Context: an optimization exercise on an open-source flow, tuned for small area, a short achievable clock period and few clock cycles. The choices shown serve that exercise and are no tape-out recipe.
Only simulation tests tie the RTL to the original design; equivalence was not proved.
Power is estimated from default activity; no workload was simulated.

===== config.mk =====
export PLATFORM = sky130hd
export DESIGN_NAME = cpu_top
export DESIGN_NICKNAME = cpu_top
export VERILOG_FILES = /design/flow/design.v
export SDC_FILE = /design/flow/constraint.sdc
export NUM_CORES = 4
export LEC_CHECK = 0
export CAP_MARGIN = 20
export CORE_MARGIN = 2
export CORE_UTILIZATION = 45
export SETUP_SLACK_MARGIN = 5
export SLEW_MARGIN = 20
export TNS_END_PERCENT = 100

===== constraint.sdc =====
create_clock -name core_clock -period 10.0 [get_ports {clk}]
set_input_delay 2.0000 -clock core_clock [delete_from_list [all_inputs] [get_ports {clk}]]
set_output_delay 2.0000 -clock core_clock [all_outputs]
set_load 0.01 [all_outputs]

===== design.v =====
module cpu_multicycle #(
  parameter int DW   = 32,
  parameter int NREG = 32,
  parameter int PCW  = 32
) (
  input  logic             clk,
  input  logic             clrn,
  output logic             imem_req,
  output logic [PCW-1:0]   imem_addr,
  input  logic             imem_valid,
  input  logic [31:0]      imem_inst,
  output logic [PCW-1:0]   pc,
  output logic [DW-1:0]    alu_out,
  output logic             zf_out,
  output logic             sf_out,
  output logic             cf_out,
  output logic             retire,
  output logic             halted
);
  localparam int RW = $clog2(NREG);
  localparam int SW = $clog2(DW);
  logic [PCW-1:0] fpc_q;               
  logic           req_q;               
  logic           add_q, sub_q, and_q, or_q, xor_q, shl_q, shr_q, halt_q;
  logic [RW-1:0]  rc_q;                
  logic [DW-1:0]  a_q, b_q;            
  logic [SW-1:0]  sh_q;                
  logic           iv_q;                
  logic [PCW-1:0] epc_q;               
  logic [PCW-1:0] pc_q;                
  logic [DW-1:0]  alu_q;
  logic           zf_q, sf_q, cf_q;
  logic           retire_q, halted_q;
  logic [DW-1:0]  regs_q [1:NREG-1];   
  logic [NREG-1:1] rv_q;               
  logic           alu_op_s, addsub_s, ex_alu_s, wr_s;
  logic [DW-1:0]  addb_s, shr_s, lowmask_s, highmask_s, logic_s, result_s;
  logic [DW:0]    sum_s, shl_s;
  logic [DW+1:0]  sum2_s;
  logic           zadd_s, zrest_s, cf_s;
  assign addsub_s = add_q || sub_q;
  assign alu_op_s = addsub_s || and_q || or_q || xor_q || shl_q || shr_q;
  assign addb_s = b_q ^ {DW{sub_q}};
  assign sum2_s = {1'b0, a_q, 1'b1} + {1'b0, addb_s, sub_q};
  assign sum_s  = sum2_s[DW+1:1];
  assign zadd_s = &((a_q ^ addb_s) ~^ {a_q[DW-2:0] | addb_s[DW-2:0], sub_q});
  assign shl_s = {1'b0, a_q} << sh_q;
  assign shr_s = a_q >> sh_q;
  always_comb begin
    for (int i = 0; i < DW; i++) begin
      lowmask_s[i]  = (i + sh_q) < DW;
      highmask_s[i] = i >= sh_q;
    end
  end
  assign logic_s = ({DW{and_q}} & (a_q & b_q)) |
                   ({DW{or_q}}  & (a_q | b_q)) |
                   ({DW{xor_q}} & (a_q ^ b_q));
  assign result_s = ({DW{addsub_s}} & sum_s[DW-1:0]) | logic_s |
                    ({DW{shl_q}} & shl_s[DW-1:0]) |
                    ({DW{shr_q}} & shr_s);
  assign zrest_s = ~|(logic_s | ({DW{shl_q}} & a_q & lowmask_s) |
                               ({DW{shr_q}} & a_q & highmask_s));
  assign cf_s = (add_q & sum_s[DW]) | (sub_q & ~sum_s[DW]) | (shl_q & shl_s[DW]);
  logic zf_d, sf_d, cf_d;
  assign ex_alu_s = iv_q && alu_op_s;
  assign wr_s     = ex_alu_s && (rc_q != {RW{1'b0}});
  assign zf_d = ex_alu_s ? (addsub_s ? zadd_s : zrest_s) : zf_q;
  assign sf_d = ex_alu_s ? result_s[DW-1] : sf_q;
  assign cf_d = ex_alu_s ? cf_s : cf_q;
  logic           fdone_s, fhalt_s, taken_s, fimm_s;
  logic [5:0]     fop_s;
  logic [RW-1:0]  fra_s, frb_s;
  logic [15:0]    fimm16_s;
  logic [PCW-1:0] fnext_s, fseq_s;
  logic [DW-1:0]  ra_val_s, rb_val_s, fa_s, fb_s;
  assign fdone_s  = req_q && imem_valid;
  assign fop_s    = imem_inst[31:26];
  assign fra_s    = imem_inst[16 +: RW];
  assign frb_s    = imem_inst[11 +: RW];
  assign fimm16_s = imem_inst[15:0];
  assign fhalt_s  = (fop_s == 6'h3F);
  assign fimm_s   = (fop_s == 6'h08) || (fop_s == 6'h09) || (fop_s == 6'h0A);
  always_comb begin
    case (fop_s)
      6'h10:   taken_s = 1'b1;
      6'h11:   taken_s = zf_d;
      6'h12:   taken_s = sf_d;
      6'h13:   taken_s = cf_d;
      default: taken_s = 1'b0;
    endcase
    fseq_s  = fhalt_s ? fpc_q : fpc_q + {{(PCW-1){1'b0}}, 1'b1};
    fnext_s = taken_s ? imem_inst[25:18] : fseq_s;
  end
  always_comb begin
    ra_val_s = {DW{1'b0}};
    rb_val_s = {DW{1'b0}};
    for (int i = 1; i < NREG; i++) begin
      ra_val_s = ra_val_s | ({DW{(fra_s == RW'(i)) && rv_q[i]}} & regs_q[i]);
      rb_val_s = rb_val_s | ({DW{(frb_s == RW'(i)) && rv_q[i]}} & regs_q[i]);
    end
  end
  always_comb begin
    if (wr_s && (rc_q == fra_s)) fa_s = result_s;
    else                         fa_s = ra_val_s;
    if (fimm_s) begin
      if (fop_s[1:0] == 2'b00) fb_s = {{(DW-16){fimm16_s[15]}}, fimm16_s};
      else                     fb_s = {{(DW-16){1'b0}}, fimm16_s};
    end else if (wr_s && (rc_q == frb_s)) begin
      fb_s = result_s;
    end else begin
      fb_s = rb_val_s;
    end
  end
  always_ff @(posedge clk or negedge clrn) begin
    if (!clrn) begin
      fpc_q    <= {PCW{1'b0}};
      req_q    <= 1'b0;
      iv_q     <= 1'b0;
      pc_q     <= {PCW{1'b0}};
      alu_q    <= {DW{1'b0}};
      zf_q     <= 1'b0;
      sf_q     <= 1'b0;
      cf_q     <= 1'b0;
      retire_q <= 1'b0;
      halted_q <= 1'b0;
      rv_q     <= '0;
    end else begin
      req_q    <= !(fdone_s && fhalt_s) && !(iv_q && halt_q) && !halted_q;
      if (fdone_s) fpc_q <= fnext_s;
      iv_q     <= fdone_s;
      pc_q     <= epc_q;
      retire_q <= iv_q && !halt_q;
      if (iv_q && halt_q) halted_q <= 1'b1;
      if (ex_alu_s) begin
        alu_q <= result_s;
        zf_q  <= zf_d;
        sf_q  <= sf_d;
        cf_q  <= cf_d;
      end
      if (wr_s) rv_q[rc_q] <= 1'b1;
    end
  end
  always_ff @(posedge clk) begin
    add_q  <= (fop_s == 6'h00) || (fop_s == 6'h08);
    sub_q  <= (fop_s == 6'h01);
    and_q  <= (fop_s == 6'h02) || (fop_s == 6'h09);
    or_q   <= (fop_s == 6'h03) || (fop_s == 6'h0A);
    xor_q  <= (fop_s == 6'h04);
    shl_q  <= (fop_s == 6'h05);
    shr_q  <= (fop_s == 6'h06);
    halt_q <= fhalt_s;
    rc_q   <= imem_inst[21 +: RW];
    a_q    <= fa_s;
    b_q    <= fb_s;
    sh_q   <= fb_s[SW-1:0];
    epc_q  <= fpc_q;
  end
  always_ff @(posedge clk) begin
    if (wr_s) regs_q[rc_q] <= result_s;
  end
  assign imem_req  = req_q;
  assign imem_addr = fpc_q;
  assign pc        = pc_q;
  assign alu_out   = alu_q;
  assign zf_out    = zf_q;
  assign sf_out    = sf_q;
  assign cf_out    = cf_q;
  assign retire    = retire_q;
  assign halted    = halted_q;
endmodule
module cpu_top (
  input  logic        clk,
  input  logic        clrn,
  output logic        imem_req,
  output logic [7:0]  imem_addr,
  input  logic        imem_valid,
  input  logic [31:0] imem_inst,
  output logic [7:0]  pc,
  output logic [31:0] alu_out,
  output logic        zf_out,
  output logic        sf_out,
  output logic        cf_out,
  output logic        retire,
  output logic        halted
);
  cpu_multicycle #(.DW(32), .NREG(32), .PCW(8)) u_core (
    .clk       (clk),
    .clrn      (clrn),
    .imem_req  (imem_req),
    .imem_addr (imem_addr),
    .imem_valid(imem_valid),
    .imem_inst (imem_inst),
    .pc        (pc),
    .alu_out   (alu_out),
    .zf_out    (zf_out),
    .sf_out    (sf_out),
    .cf_out    (cf_out),
    .retire    (retire),
    .halted    (halted)
  );
endmodule

===== run.sh =====
#!/bin/bash
# synth_recipe.tcl (not shown) runs the flow's synth.tcl, then flattens the netlist and writes it again
# the make line also repeats each setting of config.mk as NAME=value (left out here)
make -C /OpenROAD-flow-scripts/flow DESIGN_CONFIG=/design/flow/config.mk WORK_HOME=/design/flow/orfs CLKGATE_MAP_FILE= SYNTH_SCRIPT=/design/flow/synth_recipe.tcl finish

==> qor.yml, run 1 <==
p_sw_share_pct: 25.9
cts_tree: "done"
clkPwrFrac_pct: 40.6
max_slew_margin_pct: 23.6
critPathArrivalTime_ns: 5.88
yosys_warnings: 1
finalHoldViolCount: 0
peakVddDrop_mv: 0.161
hpwl_mm: 163
drive_gt1_share_pct: 12.4
synth_flop_cell: "edfxtp_1"
max_cap_viol_count: 0
r2r-start: "u_core.b_q[3]"
grt_max_degree: 58
worst_slew_pin_slew_ns: 1.15
core_um2: 125000
post-place-ws_ns: 4.12
final_cell_mix: "992 x edfxtp_1, 358 x a22oi_1, 296 x a221oi_1, 285 x a22o_1, 198 x nand2_1"
synth-edff-count: 992
synth_area_leaders: "edfxtp_1 53%, a22oi_1 4.8%, a221oi_1 4.6%"
hold_path.startpoint: "u_core.epc_q[6]"
clock.fmax_mhz: 191
grt.total_usage_pct: 42.8
clock-root-buffer: "clkbuf_16"
synthCells: 4535
start_util_pct: 45.2
setup-tns-final_ns: 0
portBuffers: 88
gp_routability_congestion: 1.01
avgSynthCellArea_um2: 12.5
timing.hold.ws_ns: 0.327
antenna_found_initial: 10
netlist.area_leader.share_pct: 52.7
synthToLayoutAreaGrowth_pct: 12.7
setup_viol: 0
avgViaCountPerCell: 7.91
drt_first_iter_violations: 11800
p_int_w: 0.00823
ant_nets: 0
crit_path_start_kind: "primary input"
clk_path_buf_depth: 3
powerDensity_nw_per_um2: 174
cts.sinks: 1163
rsz0062_at_grt: "false"
die-area_um2: 128000
cts.htree.levels: 3
worstPathMaxFanout: 19
wire_per_inst_um: 45.0
chipHeight_um: 358
hold_path.class: "reg -> reg"
routed_wl_mm: 282
seqPwrFrac_pct: 49.4
skew_ns: 0.0996
p_leak_nw: 23.8
rows: 130
synthesis.nets: 4711
cp-end-kind: "flip-flop"
seq_area_frac_synth_pct: 59.5
cp.required_ns: 10.66
p_comb_share_pct: 10.0
netlist_area_um2: 56500
yosys.cell_types.count: 86
grt_overflow: 0
clkTransAtPathRegs_ns: 0.06
worst-setup-path-type: "in -> reg"
grt_pass1_wl_mm: 377
cts_buffers: 116
clkLatencyLatePin_ns: 0.82
ys_ff_latch: 1163
min_period_ns: 5.23
num_io_pins: 89
status: "complete, no violations"
fillers: 10700
layout_setup_ws_ns: 4.77
finalCritPeriodShare_pct: 52.3
final_common_cell: "edfxtp_1"
grt_pass1_vias: 45600
first_pass_iters: 15
synth_largest_area_cell: "edfxtp_1"
via_count: 49600
p_switching_w: 0.00288
slew_violations: 0
nNetsFinal: 4696
chipWidth_um: 358
async_reset_ff_share_pct: 7.39
drc: 0
crit_start: "imem_inst[11]"
layout make-up:
cell class,count,area [um^2],share of cell area [%]
clock buffers,149,3140,4.93
clock inverters,71,779,1.22
flip-flops and latches,1163,33700,52.9
multi-input cells,2831,21200,33.3
inverters,141,544,0.855
repair buffers,261,2230,3.50
repair inverters,6,42.5,0.0668
well taps,1650,2060,3.24
diodes,4,10.0,0.0157
metrics by stage:
stage | instances | area [um^2] | power (W) | utilization [%]
2_1_floorplan | 4535 | 56500 | 0.00612 | -
3_3_place_gp | 6042 | 59500 | 0.00662 | 47.6
3_5_place_dp | 6043 | 59500 | 0.00662 | 47.6
4_1_cts | 6265 | 63500 | 0.0110 | 50.8
5_1_grt | 6272 | 63700 | 0.0113 | 50.9
6_report | 6276 | 63700 | 0.0111 | 50.9
cell usage after synthesis, types with 9 or more instances:
cell	count
a211o_1	12
a211oi_1	21
a21o_1	43
a21oi_1	137
a221o_1	15
a221oi_1	296
a222oi_1	74
a22o_1	285
a22oi_1	358
a31oi_1	9
and2_1	9
and3_1	62
and4_1	11
buf_1	47
buf_2	17
clkbuf_1	321
dfrtp_1	86
dfxtp_1	85
edfxtp_1	992
ha_1	141
inv_1	138
mux2_2	14
mux2i_1	70
mux4_2	32
nand2_1	200
nand2b_1	19
nand3_1	126
nand4_1	111
nor2_1	216
nor2b_1	16
nor3_1	77
nor3b_1	10
nor4_1	23
o211ai_1	9
o21a_1	12
o21ai_0	153
o21ai_1	11
o22ai_1	20
or3_1	25
or4_1	12
xnor2_1	25
xor2_1	72
timing repair:
item | in CTS | in global routing
cloned | 1 | 5
resized for setup | 13 | 26
buffers inserted | 1 | 1
endpoints found under the setup margin | 173 | 179
hold buffers | 0 | 0
pin swaps | 1 | 0
critical path, stage by stage:
cell	delay (ns)
clkdlybuf4s50_1	0.64
nor2b_1	0.61
and3_2	0.82
buf_4	0.64
a22o_1	0.23
a221oi_1	0.05
nand3_1	0.13
or4_1	0.14
o21ai_0	0.30
o21ai_0	0.29
power by group through the flow:
stage | sequential [W] | clock (W) | combinational (W)
floorplan | 0.00552 | 0 | 0.000598
CTS | 0.00548 | 0.00450 | 0.00105
finish | 0.00549 | 0.00451 | 0.00111
global route | 0.00549 | 0.00470 | 0.00116
detailed placement | 0.00558 | 0 | 0.00104
global placement | 0.00558 | 0 | 0.00104
path summary, 6_finish.rpt:
kind / endpoint / slack (ns) / depth (start not counted)
max: u_core.b_q[11] / 4.77 / 10
min: u_core.pc_q[6] / 0.33 / 0
max reg2reg: u_core.fpc_q[4] / 5.12 / 13
min reg2reg: u_core.pc_q[6] / 0.33 / 0
max in group asynchronous: u_core.alu_q[20] / 7.58 / 2
min in group asynchronous: u_core.alu_q[14] / 1.19 / 1
kinds of logic (layout without fill, tap and decap cells):
group	Yosys count	count (layout)	share of synthesized area, %
mux	116	116	2.79
simple gates	949	949	8.46
flops	1163	1163	59.5
xor+xnor	97	97	1.50
buf+inv	541	628	3.78
fa+ha+maj	141	141	3.12
other cells	0	4	0
compound gates	1528	1528	20.8
state kept, by name, indices dropped and copies added (netlist names), 5 cells and up:
register       flops
u_core.fpc_q       8
u_core.b_q        32
u_core.epc_q       8
u_core.rc_q        5
u_core.rv_q       31
u_core.pc_q        8
u_core.regs_q    992
u_core.a_q        32
u_core.alu_q      32
per-layer routing:
metal	GRT usage, %	share of wire (%)
met1	52.0	33
met2	60.8	41
met3	18.7	17
met4	30.2	9.5
met5	0.667	0.062
Testbench counts, summed over its fixed seeds: cycles 41,325.
==> run 2, diff against run 1 <==
--- a/design.v
+++ b/design.v
@@ -28,2 +28,6 @@
   logic           iv_q;                
+  logic           pb_q;                
+  logic [1:0]     cond_q;              
+  logic [PCW-1:0] tgt_q;               
+  logic           red_q;               
   logic [PCW-1:0] epc_q;               
@@ -42,3 +46,3 @@
   assign alu_op_s = addsub_s || and_q || or_q || xor_q || shl_q || shr_q;
-  assign addb_s = b_q ^ {DW{sub_q}};
+  assign addb_s = b_q;
   assign sum2_s = {1'b0, a_q, 1'b1} + {1'b0, addb_s, sub_q};
@@ -66,6 +70,16 @@
   assign wr_s     = ex_alu_s && (rc_q != {RW{1'b0}});
-  assign zf_d = ex_alu_s ? (addsub_s ? zadd_s : zrest_s) : zf_q;
-  assign sf_d = ex_alu_s ? result_s[DW-1] : sf_q;
-  assign cf_d = ex_alu_s ? cf_s : cf_q;
-  logic           fdone_s, fhalt_s, taken_s, fimm_s;
+  assign zf_d = addsub_s ? zadd_s : zrest_s;
+  assign sf_d = result_s[DW-1];
+  assign cf_d = cf_s;
+  logic miss_s;
+  always_comb begin
+    case (cond_q)
+      2'd1:    miss_s = zf_q;
+      2'd2:    miss_s = sf_q;
+      2'd3:    miss_s = cf_q;
+      default: miss_s = 1'b0;
+    endcase
+    miss_s = miss_s && iv_q && pb_q;
+  end
+  logic           fdone_s, fhalt_s, taken_s, fimm_s, fcond_s, fdep_s, fsq_s;
   logic [5:0]     fop_s;
@@ -82,2 +96,5 @@
   assign fimm_s   = (fop_s == 6'h08) || (fop_s == 6'h09) || (fop_s == 6'h0A);
+  assign fcond_s  = (fop_s == 6'h12) || (fop_s == 6'h13);
+  assign fdep_s   = fcond_s && ex_alu_s;
+  assign fsq_s    = miss_s || red_q;
   always_comb begin
@@ -85,5 +102,5 @@
       6'h10:   taken_s = 1'b1;
-      6'h11:   taken_s = zf_d;
-      6'h12:   taken_s = sf_d;
-      6'h13:   taken_s = cf_d;
+      6'h11:   taken_s = ex_alu_s ? zf_d : zf_q;
+      6'h12:   taken_s = sf_q && !ex_alu_s;
+      6'h13:   taken_s = cf_q && !ex_alu_s;
       default: taken_s = 1'b0;
@@ -91,3 +108,5 @@
     fseq_s  = fhalt_s ? fpc_q : fpc_q + {{(PCW-1){1'b0}}, 1'b1};
-    fnext_s = taken_s ? imem_inst[25:18] : fseq_s;
+    if (fsq_s)        fnext_s = tgt_q;
+    else if (taken_s) fnext_s = imem_inst[25:18];
+    else              fnext_s = fseq_s;
   end
@@ -126,6 +145,8 @@
       rv_q     <= '0;
+      red_q    <= 1'b0;
     end else begin
-      req_q    <= !(fdone_s && fhalt_s) && !(iv_q && halt_q) && !halted_q;
+      req_q    <= !(fdone_s && fhalt_s && !fsq_s) && !(iv_q && halt_q) && !halted_q;
       if (fdone_s) fpc_q <= fnext_s;
-      iv_q     <= fdone_s;
+      iv_q     <= fdone_s && !fsq_s;
+      red_q    <= (miss_s || red_q) && !fdone_s;
       pc_q     <= epc_q;
@@ -151,7 +172,12 @@
     halt_q <= fhalt_s;
+    pb_q   <= fdep_s;
+    cond_q <= fop_s[1:0];
     rc_q   <= imem_inst[21 +: RW];
     a_q    <= fa_s;
-    b_q    <= fb_s;
+    b_q    <= fb_s ^ {DW{fop_s == 6'h01}};
     sh_q   <= fb_s[SW-1:0];
     epc_q  <= fpc_q;
+  end
+  always_ff @(posedge clk) begin
+    if (fdone_s) tgt_q <= imem_inst[25:18];
   end
==> flow/run.sh (new file) <==
#!/bin/bash
set -euo pipefail
cd "$(dirname "$0")/.."
bash standard.sh SETUP_SLACK_MARGIN=6.5 finish > run_standard.log 2>&1
==> standard.sh (new file) <==
#!/bin/bash
# synth_recipe.tcl (not shown) runs the flow's synth.tcl, then flattens the netlist and writes it again
# the make line also repeats each setting of config.mk as NAME=value (left out here)
make -C /OpenROAD-flow-scripts/flow DESIGN_CONFIG=/design/flow/config.mk WORK_HOME=/design/flow/orfs CLKGATE_MAP_FILE= SYNTH_SCRIPT=/design/flow/synth_recipe.tcl "${@:-finish}"
--- a/config.mk
+++ b/config.mk
@@ -9,4 +9,3 @@
 export CORE_MARGIN = 2
-export CORE_UTILIZATION = 45
-export SETUP_SLACK_MARGIN = 5
+export CORE_UTILIZATION = 35
 export SLEW_MARGIN = 20
removed: run.sh
==> qor.yml, run 2 <==
cts.htree.levels: 3  # unchanged
netlist_top_cells_count: "1000 x edfxtp_1, 329 x a221oi_1, 320 x a22o_1"  # was 992 x edfxtp_1, 358 x a22oi_1, 321 x clkbuf_1
synth_flop_cell: "edfxtp_1"  # unchanged
cts.sinks: 1179  # was 1163
finalCritPeriodShare_pct: 37.8  # was 52.3%
p_switching_w: 0.00305  # was 0.00288 W
slew_violations: 0  # unchanged
post-place-ws_ns: 4.04  # was 4.12 ns
grt_max_degree: 57  # was 58
grt_pass1_vias: 48500  # was 45600
utilization_pct: 44.9  # was 50.9%
gp_routability_congestion: 1.03  # was 1.01
min_path_cells: 0  # unchanged
worstPathMaxFanout: 10  # was 19
skew_ns: 0.0650  # was 0.0996 ns
p_leak_nw: 25.6  # was 23.8 nW
cp-end-kind: "flip-flop"  # unchanged
r2r_end: "u_core.regs_q[9][27]"  # was u_core.fpc_q[4]
p_comb_share_pct: 11.0  # was 10.0%
cts_tree: "done"  # unchanged
r2r_slack_ns: 6.35  # was 5.12 ns
clkPwrFrac_pct: 41.8  # was 40.6%
netlist_area_um2: 56200  # was 56500 um^2
final_cell_mix: "1000 x edfxtp_1, 319 x a22o_1, 266 x buf_4, 259 x a22oi_1, 209 x nand2_1"  # was 992 x edfxtp_1, 358 x a22oi_1, 296 x a221oi_1, 285 x a22o_1, 198 x nand2_1
status: "complete, no violations"  # unchanged
setup-tns-final_ns: 0  # unchanged
fillers: 14100  # was 10700
antenna_found_initial: 22  # was 10
drc: 0  # unchanged
drt_first_iter_violations: 12500  # was 11800
seq_area_frac_synth_pct: 60.6  # was 59.5%
ys_ff_latch: 1179  # was 1163
synthCells: 4425  # was 4535
netlist.area_leader.share_pct: 53.5  # was 52.7%
rows: 147  # was 130
clk_path_buf_depth: 3  # unchanged
total_power_w: 0.0117  # was 0.0111 W
synthToLayoutAreaGrowth_pct: 27.9  # was 12.7%
chipHeight_um: 405  # was 358 um
final_common_cell: "edfxtp_1"  # unchanged
clkLatencyLatePin_ns: 0.82  # about the same
whs_endpoint: "u_core.pc_q[4]"  # was u_core.pc_q[6]
portBuffers: 88  # unchanged
critPathArrivalTime_ns: 4.48  # was 5.88 ns
via_count: 53100  # was 49600
hpwl_mm: 168  # was 163 mm
nNetsFinal: 4843  # was 4696
core_um2: 160000  # was 125000 um^2
synth_largest_area_cell: "edfxtp_1"  # unchanged
drive_gt1_share_pct: 28.6  # was 12.4%
clkTransAtPathRegs_ns: 0.06  # about the same
slowest_stage: "or4_4"  # was and3_2
worstRegToRegCells: 8  # was 13
cts_buffers: 119  # was 116
path_cells: "buf_12, and3b_2, and3_4, buf_12, buf_4, a221oi_2, nand4_1, or4_4, o211ai_1, mux2i_1"  # was clkdlybuf4s50_1, nor2b_1, and3_2, buf_4, a22o_1, a221oi_1, nand3_1, or4_1, o21ai_0, o21ai_0
async_reset_ff_share_pct: 7.29  # was 7.39%
min_period_ns: 3.78  # was 5.23 ns
top_register: "u_core.regs_q"  # unchanged
routed_wl_mm: 319  # was 282 mm
yosysMostFrequentCell: "edfxtp_1"  # unchanged
crit_path_start_kind: "primary input"  # unchanged
yosys_warnings: 1  # unchanged
grt_overflow: 0  # unchanged
powerDensity_nw_per_um2: 163  # was 174 nW/um^2
grt.total_usage_pct: 37.3  # was 42.8%
cp.required_ns: 10.70  # was 10.66 ns
cts_hold_buf: 0  # unchanged
first_pass_iters: 15  # unchanged
num_io_pins: 89  # unchanged
rsz0062_at_grt: "true"  # was false
yosys.cell_types.count: 95  # was 86
die-area_um2: 164000  # was 128000 um^2
max_cap_viol_count: 0  # unchanged
p_sw_share_pct: 26.0  # was 25.9%
hold_path.class: "reg -> reg"  # unchanged
slowest_delay_ns: 0.62  # was 0.82 ns
clock.fmax_mhz: 264  # was 191 MHz
clock-root-buffer: "clkbuf_16"  # unchanged
peakVddDrop_mv: 0.130  # was 0.161 mV
ant_nets: 0  # unchanged
synth_area_leaders: "edfxtp_1 53%, a221oi_1 5.1%, a22o_1 5.0%"  # was edfxtp_1 53%, a22oi_1 4.8%, a221oi_1 4.6%
synthesis.nets: 4538  # was 4711
worst_slew_pin_slew_ns: 1.26  # was 1.15 ns
chipWidth_um: 405  # was 358 um
setup_viol: 0  # unchanged
seqPwrFrac_pct: 47.2  # was 49.4%
wire_per_inst_um: 46.0  # was 45.0 um
avgViaCountPerCell: 7.66  # was 7.91
cpMostUsedCell: "buf_12"  # was o21ai_0
max_slew_margin_pct: 15.9  # was 23.6%
hold_path.startpoint: "u_core.epc_q[4]"  # was u_core.epc_q[6]
worst-setup-path-type: "in -> reg"  # unchanged
largest_register_ffs: 992  # unchanged
start_util_pct: 35.1  # was 45.2%
p_int_w: 0.00869  # was 0.00823 W
grt_pass1_wl_mm: 417  # was 377 mm
finalHoldViolCount: 0  # unchanged
layout_setup_ws_ns: 6.22  # was 4.77 ns
synth-edff-count: 1000  # was 992
avgSynthCellArea_um2: 12.7  # was 12.5 um^2
r2r-start: "u_core.sub_q"  # was u_core.b_q[3]
[run 2: worst max-delay path, delay by kind of cell]
kind | cells | cell delay (ns)
mux | 1 | 0.23
compound gates | 2 | 0.40
simple gates | 4 | 1.33
buf+inv | 3 | 0.51
[run 2: kinds of logic (layout without fill, tap and decap cells)]
| family | Yosys count | in the layout | synth area share [%] |
|---|---|---|---|
| AO/OA/AOI/OAI | 1518 | 1519 | 20.9 |
| XOR/XNOR | 91 | 91 | 1.42 |
| adder cells (fa/ha/maj) | 78 | 78 | 1.75 |
| buffers and inverters | 504 | 909 | 3.73 |
| flip-flops | 1179 | 1179 | 60.6 |
| multiplexers | 123 | 123 | 3.31 |
| other | 0 | 20 | 0 |
| AND/OR/NAND/NOR | 932 | 934 | 8.23 |
[run 2: layout make-up]
type / instances / area (um^2) / share of cell area [%]
Tap cell: 2086 / 2610 / 3.63
Clock buffer: 145 / 3200 / 4.46
Inverter: 107 / 440 / 0.613
Timing Repair inverter: 8 / 60.1 / 0.0836
Sequential cell: 1179 / 34200 / 47.6
Timing Repair Buffer: 570 / 6830 / 9.51
Multi-Input combinational cell: 2745 / 23500 / 32.7
Antenna cell: 20 / 50.0 / 0.0697
Clock inverter: 79 / 986 / 1.37
[run 2: power by group through the flow]
stage          Sequential (W)  Combinational, W  Clock, W
6_report              0.00554           0.00129   0.00491
5_1_grt               0.00553           0.00134   0.00505
4_1_cts               0.00553           0.00114   0.00486
3_5_place_dp          0.00565          0.000980         0
3_3_place_gp          0.00565          0.000976         0
2_1_floorplan         0.00559          0.000578         0
[run 2: repair_timing]
action,in CTS,in global routing
resized for setup,730,239
setup endpoints to repair,2047,654
pin swaps,135,128
setup buffers,203,77
cloned,32,8
[run 2: worst max-delay path by stage]
stage	startpoint	end	slack, ns
floorplan	imem_inst[12]	u_core.b_q[4]	5.92
finish	imem_inst[15]	u_core.b_q[12]	6.22
global placement	imem_inst[15]	u_core.b_q[18]	4.08
global route	imem_inst[12]	u_core.b_q[16]	6.23
CTS	imem_inst[12]	u_core.b_q[4]	6.41
detailed placement	imem_inst[15]	u_core.b_q[18]	4.04
[run 2: routing by layer]
metal	vias up	part of all wire (%)	GRT usage, %
met1	25400	31	42.1
met3	2364	18	19.7
met2	6581	39	51.1
li1	18800	-	-
met4	40	12	32.2
met5	-	0.30	2.47
[run 2: through the flow]
stage / instances / hold WS [ns] / instance area (um^2)
6_report: 6939 / 0.322 / 71800
5_1_grt: 6926 / 0.324 / 71800
4_1_cts: 6834 / 0.323 / 69800
3_5_place_dp: 6375 / 0.320 / 60700
3_3_place_gp: 6375 / 0.317 / 60700
2_1_floorplan: 4425 / 0.316 / 58100
Testbench counts of run 2, summed over its fixed seeds: cycles 41,499.
==> run 3, diff against run 2 <==
--- a/design.v
+++ b/design.v
@@ -24,2 +24,3 @@
   logic           add_q, sub_q, and_q, or_q, xor_q, shl_q, shr_q, halt_q;
+  logic           xalu_q, wr_q;      
   logic [RW-1:0]  rc_q;                
@@ -40,4 +41,4 @@
   logic           alu_op_s, addsub_s, ex_alu_s, wr_s;
-  logic [DW-1:0]  addb_s, shr_s, lowmask_s, highmask_s, logic_s, result_s;
-  logic [DW:0]    sum_s, shl_s;
+  logic [DW-1:0]  addb_s, arev_s, shin_s, shout_s, shrev_s, highmask_s, logic_s, result_s;
+  logic [DW:0]    sum_s, sht_s;
   logic [DW+1:0]  sum2_s;
@@ -45,3 +46,3 @@
   assign addsub_s = add_q || sub_q;
-  assign alu_op_s = addsub_s || and_q || or_q || xor_q || shl_q || shr_q;
+  assign alu_op_s = xalu_q;
   assign addb_s = b_q;
@@ -50,9 +51,13 @@
   assign zadd_s = &((a_q ^ addb_s) ~^ {a_q[DW-2:0] | addb_s[DW-2:0], sub_q});
-  assign shl_s = {1'b0, a_q} << sh_q;
-  assign shr_s = a_q >> sh_q;
   always_comb begin
     for (int i = 0; i < DW; i++) begin
-      lowmask_s[i]  = (i + sh_q) < DW;
+      arev_s[i]     = a_q[DW-1-i];
       highmask_s[i] = i >= sh_q;
     end
+  end
+  assign shin_s  = shl_q ? arev_s : a_q;
+  assign sht_s   = {shin_s, 1'b0} >> sh_q;
+  assign shout_s = sht_s[DW:1];
+  always_comb begin
+    for (int i = 0; i < DW; i++) shrev_s[i] = shout_s[DW-1-i];
   end
@@ -62,10 +67,9 @@
   assign result_s = ({DW{addsub_s}} & sum_s[DW-1:0]) | logic_s |
-                    ({DW{shl_q}} & shl_s[DW-1:0]) |
-                    ({DW{shr_q}} & shr_s);
-  assign zrest_s = ~|(logic_s | ({DW{shl_q}} & a_q & lowmask_s) |
-                               ({DW{shr_q}} & a_q & highmask_s));
-  assign cf_s = (add_q & sum_s[DW]) | (sub_q & ~sum_s[DW]) | (shl_q & shl_s[DW]);
+                    ({DW{shl_q}} & shrev_s) |
+                    ({DW{shr_q}} & shout_s);
+  assign zrest_s = ~|(logic_s | ({DW{shl_q || shr_q}} & shin_s & highmask_s));
+  assign cf_s = (add_q & sum_s[DW]) | (sub_q & ~sum_s[DW]) | (shl_q & sht_s[0]);
   logic zf_d, sf_d, cf_d;
   assign ex_alu_s = iv_q && alu_op_s;
-  assign wr_s     = ex_alu_s && (rc_q != {RW{1'b0}});
+  assign wr_s     = iv_q && wr_q;
   assign zf_d = addsub_s ? zadd_s : zrest_s;
@@ -83,3 +87,3 @@
   end
-  logic           fdone_s, fhalt_s, taken_s, fimm_s, fcond_s, fdep_s, fsq_s;
+  logic           fdone_s, fhalt_s, taken_s, fimm_s, falu_s, fcond_s, fdep_s, fsq_s;
   logic [5:0]     fop_s;
@@ -96,3 +100,4 @@
   assign fimm_s   = (fop_s == 6'h08) || (fop_s == 6'h09) || (fop_s == 6'h0A);
-  assign fcond_s  = (fop_s == 6'h12) || (fop_s == 6'h13);
+  assign falu_s   = fimm_s || (fop_s <= 6'h06);
+  assign fcond_s  = (fop_s == 6'h12) || (fop_s == 6'h13) || ((fop_s == 6'h11) && !addsub_s);
   assign fdep_s   = fcond_s && ex_alu_s;
@@ -102,3 +107,3 @@
       6'h10:   taken_s = 1'b1;
-      6'h11:   taken_s = ex_alu_s ? zf_d : zf_q;
+      6'h11:   taken_s = ex_alu_s ? (addsub_s && zadd_s) : zf_q;
       6'h12:   taken_s = sf_q && !ex_alu_s;
@@ -160,3 +165,4 @@
       end
-      if (wr_s) rv_q[rc_q] <= 1'b1;
+      for (int i = 1; i < NREG; i++)
+        if (wr_s && (rc_q == RW'(i))) rv_q[i] <= 1'b1;
     end
@@ -172,2 +178,4 @@
     halt_q <= fhalt_s;
+    xalu_q <= falu_s;
+    wr_q   <= falu_s && (imem_inst[21 +: RW] != {RW{1'b0}});
     pb_q   <= fdep_s;
--- a/config.mk
+++ b/config.mk
@@ -10,2 +10,4 @@
 export CORE_UTILIZATION = 35
+export CTS_CLUSTER_DIAMETER = 120
+export CTS_CLUSTER_SIZE = 24
 export SLEW_MARGIN = 20
==> qor.yml, run 3 <==
drive_gt1_share_pct: 28.5  # was 28.6%
final_cell_mix: "1000 x edfxtp_1, 348 x a22oi_1, 307 x buf_4, 275 x a22o_1, 202 x nand2_1"  # was 1000 x edfxtp_1, 319 x a22o_1, 266 x buf_4, 259 x a22oi_1, 209 x nand2_1
critPathArrivalTime_ns: 4.32  # was 4.48 ns
avgSynthCellArea_um2: 12.9  # was 12.7 um^2
cts.sinks: 1181  # was 1179
top_register: "u_core.regs_q"  # unchanged
worstRegToRegCells: 13  # was 8
ff_latch_area_um2: 34200  # about the same
drc: 0  # unchanged
num_io_pins: 89  # unchanged
ant_nets: 0  # unchanged
grt.total_usage_pct: 35.4  # was 37.3%
multiInputGateArea_um2: 22400  # was 23500 um^2
synth_largest_area_cell: "edfxtp_1"  # unchanged
crit_start: "imem_inst[11]"  # was imem_inst[15]
clkTransAtPathRegs_ns: 0.10  # was 0.06 ns
grt_max_degree: 58  # was 57
powerDensity_nw_per_um2: 136  # was 163 nW/um^2
clkPwrFrac_pct: 29.1  # was 41.8%
die-area_um2: 161000  # was 164000 um^2
rsz0062_at_grt: "true"  # unchanged
synth-edff-count: 1000  # unchanged
dp.cells: 6244  # was 6375
cts_tree: "done"  # unchanged
nNetsFinal: 4700  # was 4843
utilization_pct: 44.0  # was 44.9%
final_common_cell: "edfxtp_1"  # unchanged
min_period_ns: 3.73  # was 3.78 ns
clk_path_buf_depth: 3  # unchanged
skew_ns: 0.0890  # was 0.0650 ns
routed_wl_mm: 300  # was 319 mm
seqPwrFrac_pct: 58.9  # was 47.2%
cp.required_ns: 10.58  # was 10.70 ns
hold_path.startpoint: "u_core.epc_q[2]"  # was u_core.epc_q[4]
setup_viol: 0  # unchanged
clock.fmax_mhz: 268  # was 264 MHz
drt_first_iter_violations: 12700  # was 12500
synth_area_leaders: "edfxtp_1 54%, a22oi_1 4.9%, a221oi_1 4.6%"  # was edfxtp_1 53%, a221oi_1 5.1%, a22o_1 5.0%
fillers: 13900  # was 14100
synthCells: 4288  # was 4425
p_sw_share_pct: 25.8  # was 26.0%
path_cells: "clkbuf_16, and3b_2, and3_4, buf_12, buf_16, a222oi_1, nand4_1, nor3_4, a211oi_2, mux2i_1"  # was buf_12, and3b_2, and3_4, buf_12, buf_4, a221oi_2, nand4_1, or4_4, o211ai_1, mux2i_1
layout_setup_ws_ns: 6.27  # was 6.22 ns
netlist_area_um2: 55300  # was 56200 um^2
worst_slew_pin_slew_ns: 1.29  # was 1.26 ns
setup-tns-final_ns: 0  # unchanged
crit_path_start_kind: "primary input"  # unchanged
post-place-ws_ns: 4.16  # was 4.04 ns
worstPathMaxFanout: 12  # was 10
status: "complete, no violations"  # unchanged
slew_violations: 0  # unchanged
wire_per_inst_um: 44.7  # was 46.0 um
finalHoldViolCount: 0  # unchanged
cp-end-kind: "flip-flop"  # unchanged
start_util_pct: 35.3  # was 35.1%
via_count: 50700  # was 53100
finalCritPeriodShare_pct: 37.3  # was 37.8%
yosysMostFrequentCell: "edfxtp_1"  # unchanged
clkLatencyLatePin_ns: 0.78  # was 0.82 ns
grt_pass1_wl_mm: 394  # was 417 mm
cts_buffers: 56  # was 119
r2r_end: "u_core.a_q[29]"  # was u_core.regs_q[9][27]
netlist.area_leader.share_pct: 54.4  # was 53.5%
p_switching_w: 0.00242  # was 0.00305 W
place_area_um2: 60100  # was 60700 um^2
synthToLayoutAreaGrowth_pct: 24.6  # was 27.9%
max_cap_viol_count: 0  # unchanged
slowest_delay_ns: 0.48  # was 0.62 ns
synth_flop_cell: "edfxtp_1"  # unchanged
synthesis.nets: 4389  # was 4538
grt_pass1_vias: 45900  # was 48500
r2r-start: "u_core.sh_q[1]"  # was u_core.sub_q
yosys_warnings: 1  # unchanged
instances_no_fill: 6717  # was 6939
largestRegisters: "u_core.regs_q: 992 flops, u_core.a_q: 32 flops, u_core.b_q: 32 flops"
antenna_found_initial: 12  # was 22
seq_area_frac_synth_pct: 61.7  # was 60.6%
yosys.cell_types.count: 86  # was 95
core_um2: 157000  # was 160000 um^2
postLayoutCellArea_um2: 68800  # was 71800 um^2
chipHeight_um: 401  # was 405 um
grt_overflow: 0  # unchanged
p_comb_share_pct: 12.0  # was 11.0%
p_int_w: 0.00694  # was 0.00869 W
portBuffers: 88  # unchanged
clock-root-buffer: "clkbuf_16"  # unchanged
gp_routability_congestion: 1.03  # about the same
netlist_top_cells_count: "1000 x edfxtp_1, 362 x a22oi_1, 307 x clkbuf_1"  # was 1000 x edfxtp_1, 329 x a221oi_1, 320 x a22o_1
hold_path.class: "reg -> reg"  # unchanged
ys_ff_latch: 1181  # was 1179
max_slew_margin_pct: 13.6  # was 15.9%
cts.htree.levels: 2  # was 3
hpwl_mm: 169  # was 168 mm
first_pass_iters: 15  # unchanged
chipWidth_um: 401  # was 405 um
rows: 145  # was 147
async_reset_ff_share_pct: 7.28  # was 7.29%
p_leak_nw: 23.1  # was 25.6 nW
min_path_cells: 0  # unchanged
avgViaCountPerCell: 7.54  # was 7.66
worst-setup-path-type: "in -> reg"  # unchanged
largest_register_ffs: 992  # unchanged
r2r_slack_ns: 6.37  # was 6.35 ns
slowest_stage: "a222oi_1"  # was or4_4
whs_endpoint: "u_core.pc_q[2]"  # was u_core.pc_q[4]
peakVddDrop_mv: 0.165  # was 0.130 mV
## run 3: what timing repair did
item / CTS / global route
cloned: 31 / 12
gates resized for setup: 700 / 228
hold buffers: 0 / 0
buffers inserted: 212 / 100
pin swaps: 94 / 114
endpoints found under the setup margin: 1158 / 532
## run 3: layout make-up
| class | instances | area share (%) |
|---|---|---|
| clock inverters | 6 | 0.182 |
| well taps | 2058 | 3.74 |
| flip-flops and latches | 1181 | 49.7 |
| clock buffers | 98 | 2.27 |
| multi-input cells | 2624 | 32.6 |
| inverters | 106 | 0.680 |
| repair buffers | 615 | 10.6 |
| diodes | 14 | 0.0509 |
| repair inverters | 15 | 0.164 |
## run 3: metal layers
layer | global-route usage [%] | up-vias | wire [um]
li1 | - | 18200 | -
met1 | 41.7 | 24300 | 96000
met2 | 49.3 | 6164 | 118000
met3 | 17.9 | 2040 | 54300
met4 | 25.5 | 12 | 31800
met5 | 1.25 | - | 329
## run 3: metrics by stage
step	hold slack (ns)	total power, W
2_1_floorplan	0.316	0.00610
3_3_place_gp	0.318	0.00652
3_5_place_dp	0.320	0.00652
4_1_cts	0.334	0.00924
5_1_grt	0.342	0.00957
6_report	0.332	0.00936
## run 3: logic make-up (layout without fill, tap and decap cells)
logic type | after synthesis | count (layout) | synth area share, %
AOI/OAI and AO/OA | 1423 | 1423 | 20.0
DFF | 1181 | 1181 | 61.7
and+or+nand+nor | 899 | 902 | 8.19
buffers and inverters | 486 | 840 | 3.51
muxes | 156 | 156 | 3.89
xor gates and xnor gates | 77 | 77 | 1.23
adders and majority gates | 66 | 66 | 1.51
other | 0 | 14 | 0
## run 3: how the worst max path moves through the flow
stage	end	slack, ns	cells past startpoint
global route	u_core.b_q[31]	6.34	11
finish	u_core.b_q[15]	6.27	10
floorplan	u_core.b_q[19]	6.10	10
CTS	u_core.b_q[7]	6.41	12
global placement	u_core.b_q[15]	4.18	11
detailed placement	u_core.b_q[15]	4.16	11
## run 3: worst max-delay path: cells and delay by family
family	cells	cell delay, ns
simple gates	4	1.09
compound gates	2	0.59
buf+inv	3	0.44
mux	1	0.16
## run 3: power groups by stage
stage	Combinational (W)	Clock [W]	Sequential, W
global route	0.00117	0.00288	0.00552
global placement	0.000888	0	0.00564
floorplan	0.000515	0	0.00558
detailed placement	0.000888	0	0.00564
CTS	0.00103	0.00270	0.00551
finish	0.00113	0.00272	0.00552
Testbench counts of run 3, summed over its fixed seeds: cycles 41,701.

-- static timing again, ports no longer ideal --
How much do the figures lean on ideal ports? The routed layouts below were timed once more, with nothing changed but the port constraints. Step 1 (the two cells are an assumption about what drives the block):
set clk [get_ports {clk}]
set_driving_cell -lib_cell sky130_fd_sc_hd__clkbuf_16 $clk
set_driving_cell -lib_cell sky130_fd_sc_hd__buf_2 [delete_from_list [all_inputs] $clk]
Step 2, shift: input delay + t, output delay - t, t = (earliest + latest rising clock arrival at the registers) / 2. This alone moves slack from input paths to output paths. Slacks: no drivers / after step 1 / after step 2; pairs: no drivers / after step 1.
| run | t (ns) | slack for setup (ns) | clock arrival spread, ns |
|---|---|---|---|
| run 1 | 0.850 | 4.771 / 4.830 / 3.981 | 0.103 / 0.103 |
| run 2 | 0.871 | 6.218 / 6.138 / 5.267 | 0.065 / 0.065 |
| run 3 | 0.821 | 6.268 / 6.208 / 5.387 | 0.089 / 0.089 |
After both steps setup and hold are still met in every run listed. The setup slack of run 2, which loses most, moves by -0.080 ns with the drivers and by -0.951 ns with both steps.
